What follows belongs to an exercise in optimizing a design on an open flow for small area and a short achievable clock period; a production flow would make more cautious choices. In this exercise RTL edits were held to simulation tests only and were not proved equivalent to the original. Power figures rest on the tool's default switching activity, not on a simulated workload.

**design.v**
```verilog
module rho_pi_inv_serial #(
    parameter bit BYPASS_RHO = 1'b0
) (
    input  logic        clk,
    input  logic        rst_n,
    input  logic        s_valid,
    output logic        s_ready,
    input  logic [63:0] s_data,
    output logic        m_valid,
    input  logic        m_ready,
    output logic [63:0] m_data,
    output logic        m_last,
    output logic        busy
);
    localparam logic [0:0] FILL  = 1'b0;
    localparam logic [0:0] DRAIN = 1'b1;
    logic [0:0]  state;
    logic [4:0]  wr_cnt;
    logic [4:0]  rd_cnt;
    logic [63:0] lanes [25];
    logic        in_hs;
    logic        out_hs;
    logic [4:0]  rd_src;
    logic [5:0]  rd_rot;
    function automatic logic [4:0] src_lane(input logic [4:0] m);
        logic [4:0] s;
        case (m)
            5'd0:  s = 5'd0;   5'd1:  s = 5'd10;  5'd2:  s = 5'd20;  5'd3:  s = 5'd5;
            5'd4:  s = 5'd15;  5'd5:  s = 5'd16;  5'd6:  s = 5'd1;   5'd7:  s = 5'd11;
            5'd8:  s = 5'd21;  5'd9:  s = 5'd6;   5'd10: s = 5'd7;   5'd11: s = 5'd17;
            5'd12: s = 5'd2;   5'd13: s = 5'd12;  5'd14: s = 5'd22;  5'd15: s = 5'd23;
            5'd16: s = 5'd8;   5'd17: s = 5'd18;  5'd18: s = 5'd3;   5'd19: s = 5'd13;
            5'd20: s = 5'd14;  5'd21: s = 5'd24;  5'd22: s = 5'd9;   5'd23: s = 5'd19;
            5'd24: s = 5'd4;
            default: s = 5'd0;
        endcase
        src_lane = s;
    endfunction
    function automatic logic [5:0] rot_amt(input logic [4:0] m);
        logic [5:0] k;
        case (m)
            5'd0:  k = 6'd0;   5'd1:  k = 6'd1;   5'd2:  k = 6'd62;  5'd3:  k = 6'd28;
            5'd4:  k = 6'd27;  5'd5:  k = 6'd36;  5'd6:  k = 6'd44;  5'd7:  k = 6'd6;
            5'd8:  k = 6'd55;  5'd9:  k = 6'd20;  5'd10: k = 6'd3;   5'd11: k = 6'd10;
            5'd12: k = 6'd43;  5'd13: k = 6'd25;  5'd14: k = 6'd39;  5'd15: k = 6'd41;
            5'd16: k = 6'd45;  5'd17: k = 6'd15;  5'd18: k = 6'd21;  5'd19: k = 6'd8;
            5'd20: k = 6'd18;  5'd21: k = 6'd2;   5'd22: k = 6'd61;  5'd23: k = 6'd56;
            5'd24: k = 6'd14;
            default: k = 6'd0;
        endcase
        rot_amt = k;
    endfunction
    function automatic logic [63:0] rotr(input logic [63:0] x, input logic [5:0] k);
        logic [127:0] d;
        d = {x, x} >> k;
        rotr = d[63:0];
    endfunction
    assign s_ready = rst_n && (state == FILL);
    assign m_valid = rst_n && (state == DRAIN);
    assign m_last  = m_valid && (rd_cnt == 5'd24);
    assign busy    = rst_n && ((state == DRAIN) || (wr_cnt != 5'd0));
    assign in_hs   = s_valid && s_ready;
    assign out_hs  = m_valid && m_ready;
    always_comb begin
        rd_src = src_lane(rd_cnt);
        rd_rot = BYPASS_RHO ? 6'd0 : rot_amt(rd_cnt);
        m_data = '0;
        if (m_valid) begin
            m_data = rotr(lanes[rd_src], rd_rot);
        end
    end
    always_ff @(posedge clk) begin
        if (in_hs) begin
            lanes[wr_cnt] <= s_data;
        end
    end
    always_ff @(posedge clk) begin
        if (!rst_n) begin
            state  <= FILL;
            wr_cnt <= '0;
            rd_cnt <= '0;
        end else if (state == FILL) begin
            if (in_hs) begin
                if (wr_cnt == 5'd24) begin
                    wr_cnt <= '0;
                    rd_cnt <= '0;
                    state  <= DRAIN;
                end else begin
                    wr_cnt <= wr_cnt + 5'd1;
                end
            end
        end else begin
            if (out_hs) begin
                if (rd_cnt == 5'd24) begin
                    rd_cnt <= '0;
                    state  <= FILL;
                end else begin
                    rd_cnt <= rd_cnt + 5'd1;
                end
            end
        end
    end
endmodule
```
**run.sh**
```bash
#!/bin/bash
# synth_recipe.tcl (not shown) runs the flow's synth.tcl, then flattens the netlist and writes it again
# the make line also repeats each setting of config.mk as NAME=value (left out here)
make -C /OpenROAD-flow-scripts/flow DESIGN_CONFIG=/design/flow/config.mk WORK_HOME=/design/flow/orfs CLKGATE_MAP_FILE= SYNTH_SCRIPT=/design/flow/synth_recipe.tcl finish
```
**config.mk**
```make
export PLATFORM = sky130hd
export DESIGN_NAME = rho_pi_inv_serial
export DESIGN_NICKNAME = rho_pi_inv_serial
export VERILOG_FILES = /design/flow/design.v
export SDC_FILE = /design/flow/constraint.sdc
export NUM_CORES = 4
export LEC_CHECK = 0
export CAP_MARGIN = 20
export CORE_MARGIN = 2
export CORE_UTILIZATION = 40
export SETUP_SLACK_MARGIN = 0.3
export SLEW_MARGIN = 20
```
**constraint.sdc**
```tcl
create_clock -name core_clock -period 7.0 [get_ports {clk}]
set_input_delay 1.4000 -clock core_clock [delete_from_list [all_inputs] [get_ports {clk}]]
set_output_delay 1.4000 -clock core_clock [all_outputs]
set_load 0.01 [all_outputs]
```
==> results of run 1 <==
-- metal layers --
metal | up-vias | GRT usage, %
met5 | - | 0
met4 | 12 | 7.92
met3 | 396 | 4.46
met2 | 2271 | 38.1
met1 | 21592 | 34.8
li1 | 16757 | -
-- cells in the mapped netlist (13+ instances only) --
cell type / instances / area (um^2)
nand4_1: 13 / 81.3
o21ai_0: 58 / 290
o22ai_1: 60 / 375
nand2_1: 165 / 619
edfxtp_1: 1600 / 48000
clkbuf_1: 116 / 435
nor3_1: 14 / 70.1
o221ai_1: 20 / 175
a211oi_1: 13 / 97.6
nand3_1: 99 / 495
a22oi_1: 168 / 1260
a221oi_1: 57 / 499
buf_6: 19 / 214
inv_1: 23 / 86.3
buf_1: 22 / 82.6
nor2b_1: 21 / 131
a31oi_1: 13 / 81.3
mux2i_1: 449 / 4490
mux4_2: 258 / 5810
mux2_2: 97 / 1090
a32oi_1: 15 / 131
and2_1: 21 / 131
a221o_1: 20 / 200
buf_4: 29 / 218
a2bb2oi_1: 13 / 114
buf_2: 63 / 315
dfxtp_1: 22 / 440
o211ai_1: 39 / 293
a21oi_1: 63 / 315
nor2_1: 130 / 488
-- per-stage QoR --
stage,util [%],cells,hold WS (ps),setup slack (ps),cell area [um^2]
detailed placement,43.3,6308,534,501,74200
floorplan,-,3903,481,1430,68900
global route,47.0,6655,592,236,80500
finish,47.0,6661,537,300,80500
CTS,46.8,6641,537,277,80200
global placement,43.3,6308,511,509,74200
-- where the power goes --
group	internal [mW]	switching, mW
sequential	10.7	0.00886
combinational	0.165	0.375
clock	4.86	3.71
total	15.7	4.09
-- area by class of cell --
class / count / area, um^2 / area share (%)
Clock inverter: 79 / 903 / 1.12
Inverter: 25 / 103 / 0.127
Antenna cell: 7 / 17.5 / 0.0218
Timing Repair Buffer: 406 / 4240 / 5.26
Sequential cell: 1622 / 48500 / 60.2
Clock buffer: 209 / 4270 / 5.30
Tap cell: 2310 / 2890 / 3.59
Multi-Input combinational cell: 2003 / 19600 / 24.3
-- placed cells by master, fill, tap and decap left out, drive strengths merged, types with 11 or more instances in the layout --
master / n
bufinv: 14
o221ai: 20
ha: 12
nand3: 99
a211oi: 13
a221oi: 58
o21ai: 70
and2: 21
a21oi: 63
dfxtp: 22
mux4: 262
inv: 30
a32oi: 15
nand2: 165
clkinv: 56
mux2i: 450
nand2b: 12
o22ai: 60
buf: 269
a31oi: 14
o211ai: 39
nor2b: 21
a221o: 20
edfxtp: 1600
nor3: 15
or2: 13
a2bb2oi: 13
mux2: 97
nand4: 13
nor2: 132
clkdlybuf4s50: 134
and3: 11
clkbuf: 210
a22oi: 168
-- flip-flops by register name, summed over array words and instances (netlist names) --
register and cells:
state 1, rd_rot 6, wr_cnt 5, rd_cnt 5, lanes 1600, rd_src 5
-- kinds of logic after synthesis --
group / count (synthesis) / synth area share, %
AND/OR/NAND/NOR: 537 / 3.70
adder cells (fa/ha/maj): 12 / 0.218
flip-flops: 1622 / 70.4
AO/OA/AOI/OAI: 637 / 6.78
XOR/XNOR: 8 / 0.102
multiplexers: 809 / 16.7
buffers and inverters: 278 / 2.08
-- worst min-delay path by stage --
stage | to | slack [ps] | depth (start not counted)
after floorplan | wr_cnt[1] | 480 | 2
after global placement | wr_cnt[1] | 510 | 2
after detailed placement | wr_cnt[1] | 530 | 2
after CTS | wr_cnt[1] | 540 | 2
after global routing | wr_cnt[1] | 590 | 2
final | wr_cnt[1] | 540 | 2
-- worst register-to-register path: cells and delay by family (launching register included) --
family / cells / cell delay, ps
flops: 1 / 360
mux: 1 / 670
compound gates: 4 / 1380
fa+ha+maj: 2 / 770
buf+inv: 1 / 100
simple gates: 3 / 800
-- repair_timing --
action / 4_1_cts / 5_1_grt
hold buffers: 0 / 0
pin swaps: 10 / 4
cloned: 2 / 1
setup buffers: 43 / 11
endpoints found under the hold margin: 0 / 0
resized for setup: 65 / 41
endpoints found under the setup margin: 64 / 58
==> run_results.csv, run 1 <==
group,metric,value,unit
status,status,"timing/DRC/antenna clean",
synth,syn_nets,3983,
clocking,clock_latency,830,ps
flow_run,maxCapViolations,0,
critical_path,worstRegToRegCells,11,
worst_hold_path,hp-class,"register to register",
power_and_ir_drop,finalPower,19.8,mW
route,routed-wl-met3,19300,um
clocking,cts_buffers,161,
route,drc,0,
clocking,cts_tree,"done",
synth,ys.flop_type,"edfxtp_1",
critical_path,cp-startpoint,"rd_src[2]",
power_and_ir_drop,vdd_drop_max,267,uV
sta,period_share,95.7,%
critical_path,critPathBufInv,3,
route,vias,41028,
synth,syn-instance-count,3903,
grt,antenna_found_initial,16,
floorplan,pin_count,136,
floorplan,die_h,419,um
critical_path,crit_required,5600,ps
synth,synth_enable_flop_cells,1600,
critical_path,worstPathArrival,5300,ps
route,wl_met2,100000,um
critical_path,endpoint,"m_data[25]",
critical_path,reg2reg_slack,2690,ps
critical_path,worstPathCellList,"nor2b_4 > buf_12 > buf_4 > a22oi_1 > o211ai_1 > nand3_1 > mux4_2 > mux4_2 > mux2i_1 > o221ai_1 > clkdlybuf4s50_1",
clocking,numClockSinks,1622,
clocking,cts.clk_slew.worst_paths,60,ps
sta,rsz0062_at_grt,"yes",
route,wl,218000,um
synth,yosysUniqueCellTypes,86,
sta,relSlewSlack,24.7,%
finish,post_route_cells_drive_above_1_share,22.7,%
critical_path,r2r_start,"wr_cnt[0]",
floorplan,start_util,40.2,%
critical_path,crit_path_start_kind,"register",
worst_hold_path,hold_start,"wr_cnt[1]",
place,io_buffers,135,
route,drtAntennaViolNets,0,
synth,ys_ff_latch,1622,
route,wire_per_inst,32.7,um
route,drtIter0Drc,5384,
route,dr.max_layer_used,"met5",
sta,period_needed,6700,ps
synth,ys_seq_area_share,70.4,%
route,wl_met1,90900,um
floorplan,num_rows,152,
critical_path,cp_common_cell,"mux4_2",
power_and_ir_drop,power.leakage,24.9,nW
critical_path,worst-setup-path-type,"register to primary output",
finish,synthToLayoutAreaGrowth,16.9,%
sta,finalSetupViolCount,0,
floorplan,coreArea,0.171,mm^2
synth,yosysWarnings,1,
power_and_ir_drop,powerDensity,246,mW/mm^2
grt,grt_pass1_vias,39262,
clocking,cts-root-buf,"clkbuf_16",
clocking,cts_max_path_buffers,3,
finish,nets,4299,
sta,hold_viol,0,
finish,n_fill_cell,14350,
critical_path,worstPathMaxFanout,13,
synth,syn-cell-area,0.0689,mm^2
floorplan,fp.dieArea,0.176,mm^2
grt,grt_max_degree,65,
grt,grt_pass1_wl,304000,um
critical_path,critPathTopFamily,"multiplexers",
place,hpwl,130000,um
sta,worst_slew_pin_slew,1130,ps
grt,grtUsageTotal,24.5,%
clocking,htreeDepth,4,
sta,clock_skew,26.2,ps
grt,gr-total-overflow,0,
sta,fin_setup_tns,0,ps
floorplan,die_w,419,um
critical_path,slowest_delay,600,ps
sta,slew_violations,0,
route,first_pass_iters,7,
critical_path,cp_slowest_cell,"dfxtp_4",
synth,ys_async_sr_fraction,0,%
place,gp_congestion,0.950,
synth,syn_avg_cell_area,17.6,um^2
route,viasPerCell,6.16,
sta,fmax,0.149,GHz
critical_path,cp-end-kind,"primary output",
critical_path,r2r_end,"rd_src[1]",
critical_path,worstSetupPathDepth,11,
==> inputs of run 2 (changes only) <==
==> design.v (replaced) <==
module rho_pi_inv_serial #(
    parameter bit BYPASS_RHO = 1'b0
) (
    input  logic        clk,
    input  logic        rst_n,
    input  logic        s_valid,
    output logic        s_ready,
    input  logic [63:0] s_data,
    output logic        m_valid,
    input  logic        m_ready,
    output logic [63:0] m_data,
    output logic        m_last,
    output logic        busy
);
    function automatic int src_lane(input int m);
        int s;
        case (m)
            0:  s = 0;   1:  s = 10;  2:  s = 20;  3:  s = 5;
            4:  s = 15;  5:  s = 16;  6:  s = 1;   7:  s = 11;
            8:  s = 21;  9:  s = 6;   10: s = 7;   11: s = 17;
            12: s = 2;   13: s = 12;  14: s = 22;  15: s = 23;
            16: s = 8;   17: s = 18;  18: s = 3;   19: s = 13;
            20: s = 14;  21: s = 24;  22: s = 9;   23: s = 19;
            24: s = 4;
            default: s = 0;
        endcase
        src_lane = s;
    endfunction
    function automatic int rot_amt(input int m);
        int k;
        case (m)
            0:  k = 0;   1:  k = 1;   2:  k = 62;  3:  k = 28;
            4:  k = 27;  5:  k = 36;  6:  k = 44;  7:  k = 6;
            8:  k = 55;  9:  k = 20;  10: k = 3;   11: k = 10;
            12: k = 43;  13: k = 25;  14: k = 39;  15: k = 41;
            16: k = 45;  17: k = 15;  18: k = 21;  19: k = 8;
            20: k = 18;  21: k = 2;   22: k = 61;  23: k = 56;
            24: k = 14;
            default: k = 0;
        endcase
        rot_amt = BYPASS_RHO ? 0 : k;
    endfunction
    logic        drain;      
    logic        busy_r;     
    logic [4:0]  wr_cnt;
    logic [4:0]  rd_cnt;
    logic [63:0] lanes [1:24];
    logic [63:0] out_r;
    logic [63:0] rd_next;
    assign s_ready = rst_n & ~drain;
    assign m_valid = rst_n & drain;
    assign busy    = rst_n & busy_r;
    assign m_data  = out_r;
    assign m_last  = rd_cnt[4] & rd_cnt[3];
    for (genvar i = 1; i < 25; i++) begin : g_lane
        always_ff @(posedge clk) begin
            if (!drain && wr_cnt == 5'(i)) lanes[i] <= s_data;
        end
    end
    always_comb begin
        rd_next = '0;
        for (int m = 1; m < 25; m++) begin
            if (rd_cnt == 5'(m - 1)) begin
                for (int j = 0; j < 64; j++) begin
                    rd_next[j] = rd_next[j] | lanes[src_lane(m)][(j + rot_amt(m)) % 64];
                end
            end
        end
    end
    always_ff @(posedge clk) begin
        if (drain) begin
            if (m_ready) out_r <= rd_next;
        end else if (wr_cnt == 5'd0) begin
            out_r <= s_data;
        end
    end
    always_ff @(posedge clk) begin
        if (!rst_n) begin
            drain  <= 1'b0;
            busy_r <= 1'b0;
            wr_cnt <= '0;
            rd_cnt <= '0;
        end else if (!drain) begin
            if (s_valid) begin
                busy_r <= 1'b1;
                if (wr_cnt == 5'd24) begin
                    wr_cnt <= '0;
                    rd_cnt <= '0;
                    drain  <= 1'b1;
                end else begin
                    wr_cnt <= wr_cnt + 5'd1;
                end
            end
        end else begin
            if (m_ready) begin
                if (rd_cnt == 5'd24) begin
                    rd_cnt <= '0;
                    drain  <= 1'b0;
                    busy_r <= 1'b0;
                end else begin
                    rd_cnt <= rd_cnt + 5'd1;
                end
            end
        end
    end
endmodule
==> run 2 against run 1 <==
  * Sequential share of layout area is 10 points higher
  * Hold slack worse by 44 ps
  * Still clean on timing, DRC and antenna
  * Critical endpoint is now out_r[11]
  * Wire length is 18% higher
  * Critical path depth is 4 lower
  * First-iteration DRC count is 83% higher
  * Power is 1.3% higher
  * Design area is 15% lower
  * Highest routed layer unchanged
  * Combinational power is 37% higher
  * Critical path type is now register to register
  * Global-route usage is 8.8 points higher
==> run_results.csv, run 2 <==
group,metric,value,unit
status,status,"timing/DRC/antenna clean",
sta,relSlewSlack,12.0,%
synth,yosysUniqueCellTypes,70,
power_and_ir_drop,finalPower,20.1,mW
synth,syn_nets,3275,
route,wire_per_inst,46.1,um
critical_path,reg2reg_slack,2800,ps
floorplan,num_rows,141,
synth,ys_seq_area_share,81.3,%
finish,nets,3544,
synth,synthTopCellsByArea,"edfxtp_1, a22oi_1, a221oi_1",
place,io_buffers,135,
route,vias,39694,
critical_path,worstRegToRegCells,7,
power_and_ir_drop,vdd_drop_max,256,uV
grt,grt_max_degree,70,
synth,synth_common_cells,"edfxtp_1, a22oi_1, nand2_1",
finish,final_cell_mix,"edfxtp_1, a22oi_1, clkbuf_16",
clocking,cts_max_path_buffers,3,
power_and_ir_drop,powerDensity,292,mW/mm^2
sta,period_share,60.1,%
finish,largest_reg_flops,1536,
floorplan,coreArea,0.148,mm^2
worst_hold_path,hp-class,"register to register",
grt,grt_pass1_wl,337000,um
synth,ys.flop_type,"edfxtp_1",
floorplan,pin_count,136,
flow_run,maxCapViolations,0,
grt,grtUsageTotal,33.3,%
place,hpwl,127000,um
clocking,hold_buffers,0,
sta,period_needed,4200,ps
synth,synth_enable_flop_cells,1600,
synth,syn_avg_cell_area,18.6,um^2
power_and_ir_drop,power.leakage,21.0,nW
grt,grt_pass1_vias,36155,
critical_path,worst-setup-path-type,"register to register",
synth,syn-cell-area,0.0594,mm^2
floorplan,die_h,389,um
finish,synthToLayoutAreaGrowth,15.8,%
route,viasPerCell,7.12,
critical_path,r2r_start,"rd_cnt[2]",
sta,fin_setup_tns,0,ps
synth,post-synth-top-area-cell,"edfxtp_1",
synth,ys_async_sr_fraction,0,%
clocking,htreeDepth,4,
route,drtAntennaViolNets,0,
route,wl,257000,um
clocking,cts_tree,"done",
worst_hold_path,hold_start,"busy_r",
sta,worst_slew_pin_slew,1320,ps
sta,finalSetupViolCount,0,
clocking,cts_setup_buffers,0,
critical_path,r2r_end,"out_r[11]",
synth,ys_ff_latch,1612,
sta,clock_skew,35.5,ps
sta,fmax,0.238,GHz
critical_path,worstPathMaxFanout,37,
route,drtIter0Drc,9854,
sta,slew_violations,0,
critical_path,crit_required,7490,ps
clocking,cts_buffers,162,
synth,yosysMostFrequentCell,"edfxtp_1",
clocking,cts_resized,0,
worst_hold_path,min_path_cells,2,
critical_path,cp-end-kind,"register",
sta,rsz0062_at_grt,"no",
floorplan,fp.dieArea,0.152,mm^2
synth,synth_top_area_share,80.9,%
grt,gr-total-overflow,0,
finish,post_route_cells_drive_above_1_share,16.2,%
floorplan,start_util,40.2,%
grt,antenna_found_initial,32,
finish,final_common_cell,"edfxtp_1",
route,drc,0,
finish,largest_register,"lanes",
synth,yosysWarnings,2,
worst_hold_path,min_to,"busy_r",
clocking,cts-root-buf,"clkbuf_16",
place,gp_congestion,0.857,
clocking,cts.clk_slew.worst_paths,60,ps
critical_path,crit_path_start_kind,"register",
clocking,clock_latency,780,ps
clocking,numClockSinks,1612,
sta,hold_viol,0,
floorplan,die_w,389,um
critical_path,worstPathArrival,4690,ps
synth,syn-instance-count,3197,
route,first_pass_iters,6,
[run 2: worst max-delay path, stage by stage, from the launching register on]
cell      delay, ps
dfxtp_4         820
buf_4           690
and4bb_2        560
buf_4           380
a221oi_1        360
nand4_1         160
nor3_1          730
a31oi_1         170
[run 2: layout make-up]
| cell class | instances | area [um^2] |
|---|---|---|
| Antenna cell | 47 | 118 |
| Clock buffer | 212 | 4380 |
| Clock inverter | 83 | 759 |
| Fill cell | 12201 | 78900 |
| Inverter | 8 | 30.0 |
| Multi-Input combinational cell | 1379 | 10500 |
| Sequential cell | 1612 | 48300 |
| Tap cell | 1930 | 2410 |
| Timing Repair Buffer | 303 | 2320 |
[run 2: worst max-delay path by stage]
| stage | start | endpoint | slack (ps) | cells past startpoint |
|---|---|---|---|---|
| after floorplan | drain | out_r[0] | 900 | 5 |
| after global placement | rst_n | s_ready | 2820 | 3 |
| after detailed placement | rst_n | s_ready | 2820 | 3 |
| after CTS | rst_n | s_ready | 2820 | 3 |
| after global routing | rst_n | s_ready | 2740 | 3 |
| final | rd_cnt[2] | out_r[11] | 2800 | 7 |
[run 2: kinds of logic after synthesis]
family	count (synthesis)	synth area share (%)
compound gates	785	10.6
xor+xnor	3	0.0442
fa+ha+maj	10	0.211
buf+inv	206	1.74
flops	1612	81.3
mux	134	2.39
simple gates	447	3.78
[run 2: per-layer routing]
metal  share of wire (%)  wire [um]  up-vias  GRT usage [%]
li1                    -          -    14013              -
met5               0.031         79        -              0
met1                  33      85300    20020           43.5
met2                  43     112000     4787           49.3
met4                 6.1      15600       12           18.3
met3                  17      44100      862           10.7
[run 2: where the power goes]
| part | internal, mW | switching [mW] | total (mW) |
|---|---|---|---|
| registers | 10.7 | 0.0427 | 10.8 |
| clock network | 4.85 | 3.73 | 8.58 |
| logic | 0.123 | 0.616 | 0.738 |
[run 2: metrics by stage]
step	util [%]	hold WS [ps]	instance area, um^2	worst slack [ps]	cells
after detailed placement	43.0	488	63500	2820	5232
after global placement	43.0	473	63500	2820	5231
final	46.6	493	68800	2800	5574
after global routing	46.5	514	68700	2740	5529
after CTS	46.5	496	68700	2820	5527
after floorplan	-	450	59400	896	3197

==> separate check: timing with driven ports <==
No port has a modelled driver above. Below, the same layouts with a new extraction and two added sets of constraints. Step 1: set_driving_cell puts a clkbuf_16 on clk and a buf_2 on each other input, an assumption about the parent block. Step 2, shift: input delay + t, output delay - t, t = (earliest + latest rising clock arrival at the registers) / 2. This alone moves slack from input paths to output paths. Three values: ideal ports, drivers, drivers and shift; two values: the first two.
| run | t (ns) | setup slack, ns | worst data-port slew with drivers (ns) |
|---|---|---|---|
| run 1 | 0.891 | 0.300 / 0.217 / 0.881 | 0.22 |
| run 2 | 0.843 | 2.795 / 2.794 / 2.794 | 0.06 |
After both steps every run listed still meets setup and hold. The setup slack of run 2, which loses most, moves by -0.001 ns with the drivers and by -0.001 ns with both steps.
